Background: an optimization exercise with open tools, aiming at small area, a short achievable clock period and few clock cycles. Do not read the settings as production practice.
In this exercise RTL edits were held to simulation tests only and were not proved equivalent to the original.
Power figures rest on the tool's default switching activity, not on a simulated workload.

==> flow/config.mk <==
export PLATFORM = sky130hd
export DESIGN_NAME = rc4_keystream_gen
export DESIGN_NICKNAME = rc4_keystream_gen
export VERILOG_FILES = /design/flow/design.v
export SDC_FILE = /design/flow/constraint.sdc
export NUM_CORES = 4
export LEC_CHECK = 0
export CAP_MARGIN = 20
export CORE_MARGIN = 2
export CORE_UTILIZATION = 30
export PLACE_DENSITY = 0.5
export SLEW_MARGIN = 20
==> flow/constraint.sdc <==
create_clock -name core_clock -period 15.0 [get_ports {clk}]
set_input_delay 3.0000 -clock core_clock [delete_from_list [all_inputs] [get_ports {clk}]]
set_output_delay 3.0000 -clock core_clock [all_outputs]
set_load 0.01 [all_outputs]
==> flow/design.v <==
module rc4_keystream_gen #(
  parameter int MAX_KEY_LEN = 16,
  parameter int DROP_N      = 0
) (
  input  logic       clk,
  input  logic       rst,
  input  logic       key_valid,
  input  logic [7:0] key_byte,
  input  logic       key_last,
  output logic       key_ready,
  input  logic       rekey,
  output logic       ks_valid,
  input  logic       ks_ready,
  output logic [7:0] ks_byte,
  output logic       ks_active
);
  localparam int            KW       = (MAX_KEY_LEN > 1) ? $clog2(MAX_KEY_LEN) : 1;
  localparam logic [KW-1:0] KIDX_MAX = KW'(MAX_KEY_LEN - 1);
  localparam logic [15:0]   DROP_LIM = 16'(DROP_N);
  typedef enum logic [2:0] {
    ST_KEYLOAD   = 3'd0,
    ST_INIT      = 3'd1,
    ST_KSA_J     = 3'd2,
    ST_KSA_SWAP  = 3'd3,
    ST_PRGA_J    = 3'd4,
    ST_PRGA_SWAP = 3'd5,
    ST_WAIT      = 3'd6
  } state_t;
  state_t        state;
  logic [7:0]    s_mem   [0:255];
  logic [7:0]    key_mem [0:MAX_KEY_LEN-1];
  logic [7:0]    i;
  logic [7:0]    j;
  logic [KW-1:0] kidx;
  logic [KW:0]   klen;
  logic [15:0]   drop_cnt;
  logic [7:0]    s_i;
  logic [7:0]    s_j;
  logic [7:0]    k_sum;
  logic [7:0]    ks_next;
  logic          key_acc;
  logic          key_end;
  logic          kidx_wrap;
  assign s_i       = s_mem[i];
  assign s_j       = s_mem[j];
  assign k_sum     = s_i + s_j;
  assign key_acc   = key_valid && key_ready;
  assign key_end   = key_last || (kidx == KIDX_MAX);
  assign kidx_wrap = (({1'b0, kidx} + 1'b1) == klen);
  always_comb begin
    ks_next = s_mem[k_sum];
    if (k_sum == i)
      ks_next = s_j;
    else if (k_sum == j)
      ks_next = s_i;
  end
  assign ks_active = (state == ST_PRGA_J) || (state == ST_PRGA_SWAP) || (state == ST_WAIT);
  always_ff @(posedge clk or posedge rst) begin
    if (rst) begin
      state     <= ST_KEYLOAD;
      i         <= 8'd0;
      j         <= 8'd0;
      kidx      <= '0;
      drop_cnt  <= 16'd0;
      ks_valid  <= 1'b0;
      ks_byte   <= 8'h00;
      key_ready <= 1'b1;
    end else if (rekey) begin
      state     <= ST_KEYLOAD;
      i         <= 8'd0;
      j         <= 8'd0;
      kidx      <= '0;
      ks_valid  <= 1'b0;
      key_ready <= 1'b1;
    end else begin
      case (state)
        ST_KEYLOAD: begin
          if (key_acc) begin
            if (key_end) begin
              kidx      <= '0;
              i         <= 8'd0;
              key_ready <= 1'b0;
              state     <= ST_INIT;
            end else begin
              kidx <= kidx + 1'b1;
            end
          end
        end
        ST_INIT: begin
          if (i == 8'hFF) begin
            i     <= 8'd0;
            j     <= 8'd0;
            state <= ST_KSA_J;
          end else begin
            i <= i + 8'd1;
          end
        end
        ST_KSA_J: begin
          j     <= j + s_i + key_mem[kidx];
          kidx  <= kidx_wrap ? '0 : kidx + 1'b1;
          state <= ST_KSA_SWAP;
        end
        ST_KSA_SWAP: begin
          if (i == 8'hFF) begin
            i        <= 8'd1;
            j        <= 8'd0;
            drop_cnt <= 16'd0;
            state    <= ST_PRGA_J;
          end else begin
            i     <= i + 8'd1;
            state <= ST_KSA_J;
          end
        end
        ST_PRGA_J: begin
          j     <= j + s_i;
          state <= ST_PRGA_SWAP;
        end
        ST_PRGA_SWAP: begin
          if (drop_cnt != DROP_LIM) begin
            drop_cnt <= drop_cnt + 16'd1;
            i        <= i + 8'd1;
            state    <= ST_PRGA_J;
          end else begin
            ks_byte  <= ks_next;
            ks_valid <= 1'b1;
            state    <= ST_WAIT;
          end
        end
        ST_WAIT: begin
          if (ks_ready) begin
            ks_valid <= 1'b0;
            i        <= i + 8'd1;
            state    <= ST_PRGA_J;
          end
        end
        default: begin
          state     <= ST_KEYLOAD;
          i         <= 8'd0;
          j         <= 8'd0;
          kidx      <= '0;
          ks_valid  <= 1'b0;
          key_ready <= 1'b1;
        end
      endcase
    end
  end
  always_ff @(posedge clk) begin
    if (!rekey && (state == ST_KEYLOAD) && key_acc) begin
      key_mem[kidx] <= key_byte;
      if (key_end)
        klen <= {1'b0, kidx} + 1'b1;
    end
  end
  always_ff @(posedge clk) begin
    if (!rekey) begin
      case (state)
        ST_INIT: s_mem[i] <= i;
        ST_KSA_SWAP, ST_PRGA_SWAP: begin
          s_mem[i] <= s_j;
          s_mem[j] <= s_i;
        end
        default: ;
      endcase
    end
  end
endmodule
==> flow/run.sh <==
#!/bin/bash
# synth_recipe.tcl (not shown) runs the flow's synth.tcl, then flattens the netlist and writes it again
# the make line also repeats each setting of config.mk as NAME=value (left out here)
make -C /OpenROAD-flow-scripts/flow DESIGN_CONFIG=/design/flow/config.mk WORK_HOME=/design/flow/orfs CLKGATE_MAP_FILE= SYNTH_SCRIPT=/design/flow/synth_recipe.tcl finish
==> flow_metrics.py <==
metrics = {
    "finish": {
        "fill_cells": 46740,
        "drive_gt1_share_pct": 27.62,
        "final_cell_mix": "2181 x edfxtp_1, 1770 x mux4_2, 1624 x nand2_1, 1138 x o21ai_0, 1089 x mux2i_1",
        "layout_commonest_cell": "edfxtp_1",
        "finalNonFillerCells": 17040,
        "area_growth_pct": 12.21,
        "finalNetCount": 10390,
    },
    "floorplan": {
        "die_area_um2": 487800,
        "rows": 255,
        "start_util_pct": 30.07,
        "fp.coreArea_um2": 481100,
        "die_h_um": 698.4,
        "die_w_um": 698.4,
        "ios": 25,
    },
    "cts": {
        "tritoncts": "done",
        "cts-hold-fix-buffers": 0,
        "clk_latency_ps": 1010,
        "postCtsSetupRepairBufs": 0,
        "cts_buffers": 275,
        "htreeDepth": 5,
        "cts_num_sinks": 2230,
        "cts-resized-gates": 0,
        "cts-root-buf": "clkbuf_16",
        "clk_pin_slew_worst_paths_ps": 60,
        "clock_path_buffers": 4,
    },
    "yosys": {
        "synth_top_family_by_area": "multiplexers",
        "synth-xor-area-share_pct": 0.3546,
        "ys.warnings.count": 1,
        "yosysTopAreaCellShare_pct": 45.27,
        "synth_compound_area_share_pct": 7.446,
        "synthArstFlopShare_pct": 2.197,
        "syn-num-nets": 10820,
        "synth-edff-count": 2181,
        "synthTopCellsByArea": "edfxtp_1 45%, mux4_2 28%, mux2i_1 7.6%",
        "yosysSeqAreaShare_pct": 46.12,
        "synth_top_cell_by_area": "edfxtp_1",
        "syn_area_um2": 144700,
        "synthCells": 10770,
        "synth-seq-cells": 2230,
        "synthMuxAreaShare_pct": 35.33,
        "avgSynthCellArea_um2": 13.43,
        "yosys.area_share.simple_pct": 6.692,
        "synth_cell_types": 80,
        "ys.flop_type": "edfxtp_1",
        "synthAdderAreaFrac_pct": 0.3096,
    },
    "drt": {
        "drc": 0,
        "first_pass_iters": 6,
        "drt_iter0_drc": 18130,
        "drt_wl_total_mm": 708.4,
        "wl_per_cell_um": 41.59,
        "routed_via_density": 6.560,
        "ant_nets": 0,
        "vias": 111700,
    },
    "pwr": {
        "power_density_nw_per_um2": 105.3,
        "p_leak_uw": 0.04847,
        "ir_drop_mv": 0.09949,
    },
    "flow_run": {
        "max-cap-violations": 0,
    },
    "placement": {
        "place_hpwl_mm": 463.5,
        "port_buffers": 24,
        "routabilityCongestion": 1.024,
        "placed_cells": 16490,
    },
    "worst_setup_path": {
        "crit_arrival_ps": 12290,
        "startpoint_type": "flip-flop",
        "critPathRequiredTime_ps": 15920,
        "worstSetupPathType": "flip-flop to flip-flop",
        "crit_fanout": 151,
        "endpoint_kind": "flip-flop",
    },
    "global_routing": {
        "grt_usage_pct": 28.22,
        "gr-total-overflow": 0,
        "antenna_found_initial": 66,
        "grt_pass1_vias": 105800,
        "grt_start_max_net_pins": 161,
        "grt_pass1_wl_mm": 953.0,
    },
    "run_status": {
        "status": "finished clean",
    },
    "sta": {
        "worst_pin_slew_ps": 1322,
        "max_freq_mhz": 87.95,
        "drv_slew": 0,
        "setup_tns_ps": 0,
        "fin_crit_sh_pct": 75.80,
        "setup_violations": 0,
        "rsz0062_at_grt": "false",
        "slew_headroom_pct": 11.77,
        "finClkSkew_ps": 57.14,
        "period_minus_slack_ps": 11370,
        "finalHoldViolCount": 0,
    },
    "hold_path": {
        "min_path_type": "flip-flop to flip-flop",
    },
}
[per-layer routing]
layer	up-vias	wire [um]	global-route usage [%]
met5	-	312	0
met4	44	54970	18.45
met3	1980	101800	11.25
met2	9466	300100	40.48
met1	58020	251200	35.13
li1	42240	-	-
[synth_stat cells, types with 34 or more instances]
master	instances
o22ai_1	122
edfxtp_1	2181
buf_2	304
dfrtp_1	48
nor2_1	355
and3_1	71
nor3_1	53
nand2_1	1643
nand3_1	101
a311oi_1	62
a21oi_1	208
a22oi_1	120
buf_4	34
mux2i_1	1099
mux4_2	1770
xnor2_1	34
clkbuf_1	761
buf_1	144
a31oi_1	36
o21ai_0	1178
inv_1	39
[per-stage QoR]
step	cell area (um2)	utilization [%]	power [uW]	setup slack [ps]	hold WS (ps)
finish	162300	33.74	17090	3629	562.7
global placement	152700	31.74	10040	3921	530.3
floorplan	144700	-	8746	7478	492.2
detailed placement	153000	31.80	10050	4304	543.5
global route	162200	33.71	17350	3928	582.7
CTS	162000	33.68	17000	4277	559.3
[worst paths after layout]
kind                                     end  slack [ps]  depth (start not counted)       from
min in group asynchronous       drop_cnt[14]        2590                          3        rst
worst min-delay path               key_ready         560                          2  key_ready
worst max-delay path              ks_byte[2]        3630                         21       i[1]
max in group asynchronous               i[3]       11730                          3        rst
worst max register to register    ks_byte[2]        3630                         21       i[1]
worst min register to register     key_ready         560                          2  key_ready
[where the power goes]
| part | internal, uW | total [uW] | switching, uW |
|---|---|---|---|
| Clock | 4020 | 7040 | 3020 |
| Sequential | 6770 | 6780 | 11.3 |
| Combinational | 1070 | 3270 | 2200 |
[area by class of cell]
type | count | area, um2 | share of cell area (%)
multi-input cells | 7250 | 73530 | 45.29
clock buffers | 315 | 7096 | 4.371
well taps | 6425 | 8039 | 4.952
flip-flops and latches | 2230 | 66760 | 41.13
diodes | 65 | 162.7 | 0.1002
inverters | 42 | 162.7 | 0.1002
clock inverters | 167 | 1956 | 1.205
repair buffers | 541 | 4626 | 2.850
[worst max-delay path: stages (launching register included)]
cell and delay (ps):
dfrtp_4 720, buf_12 450, buf_4 660, mux4_2 580, mux2i_1 490, o221ai_1 180, a21oi_1 430, nand4_1 270
a311oi_4 380, buf_12 490, inv_1 380, fa_4 1410, buf_4 600, mux4_2 320, nand2_1 60, and3_1 260
a311oi_1 900, a311oi_2 320, nor3_1 870, a21oi_1 260, a2bb2oi_1 210, o21ai_1 140
[registers in the layout, indices dropped and copies added, names as in the netlist]
name,flops
s_mem,2048
key_mem,128
drop_cnt,16
i,8
j,8
ks_byte,8
klen,5
kidx,4
state,3
key_ready,1
ks_valid,1
[cell families (layout without fill, tap and decap cells)]
kind of cell / count (synthesis) / in the layout
buf+inv: 1294 / 1065
simple gates: 2372 / 2372
other cells: 0 / 65
fa+ha+maj: 34 / 34
flops: 2230 / 2230
compound gates: 1899 / 1899
mux: 2888 / 2888
xor+xnor: 57 / 57
Testbench counts, summed over its fixed seeds: cycles 98,281.

## re-timing with driven ports
No port has a modelled driver above. Below, the same layout with a new extraction and two added sets of constraints. Step 1: set_driving_cell puts a clkbuf_16 on clk and a buf_2 on each other input, an assumption about the parent block. Step 2 also shifts input and output timing later by t, the mid clock arrival at the registers, as if the neighbouring blocks saw the same clock. Slacks: ideal ports / drivers / drivers and shift; pairs: ideal ports / drivers.
t (ns): 1.091
setup slack, ns: 3.629 / 3.629 / 3.629
hold WS [ns]: 0.563 / 0.563 / 0.563
After both steps setup and hold are still met in this run. The setup slack of this run moves by 0.000 ns with the drivers and by 0.000 ns with both steps.
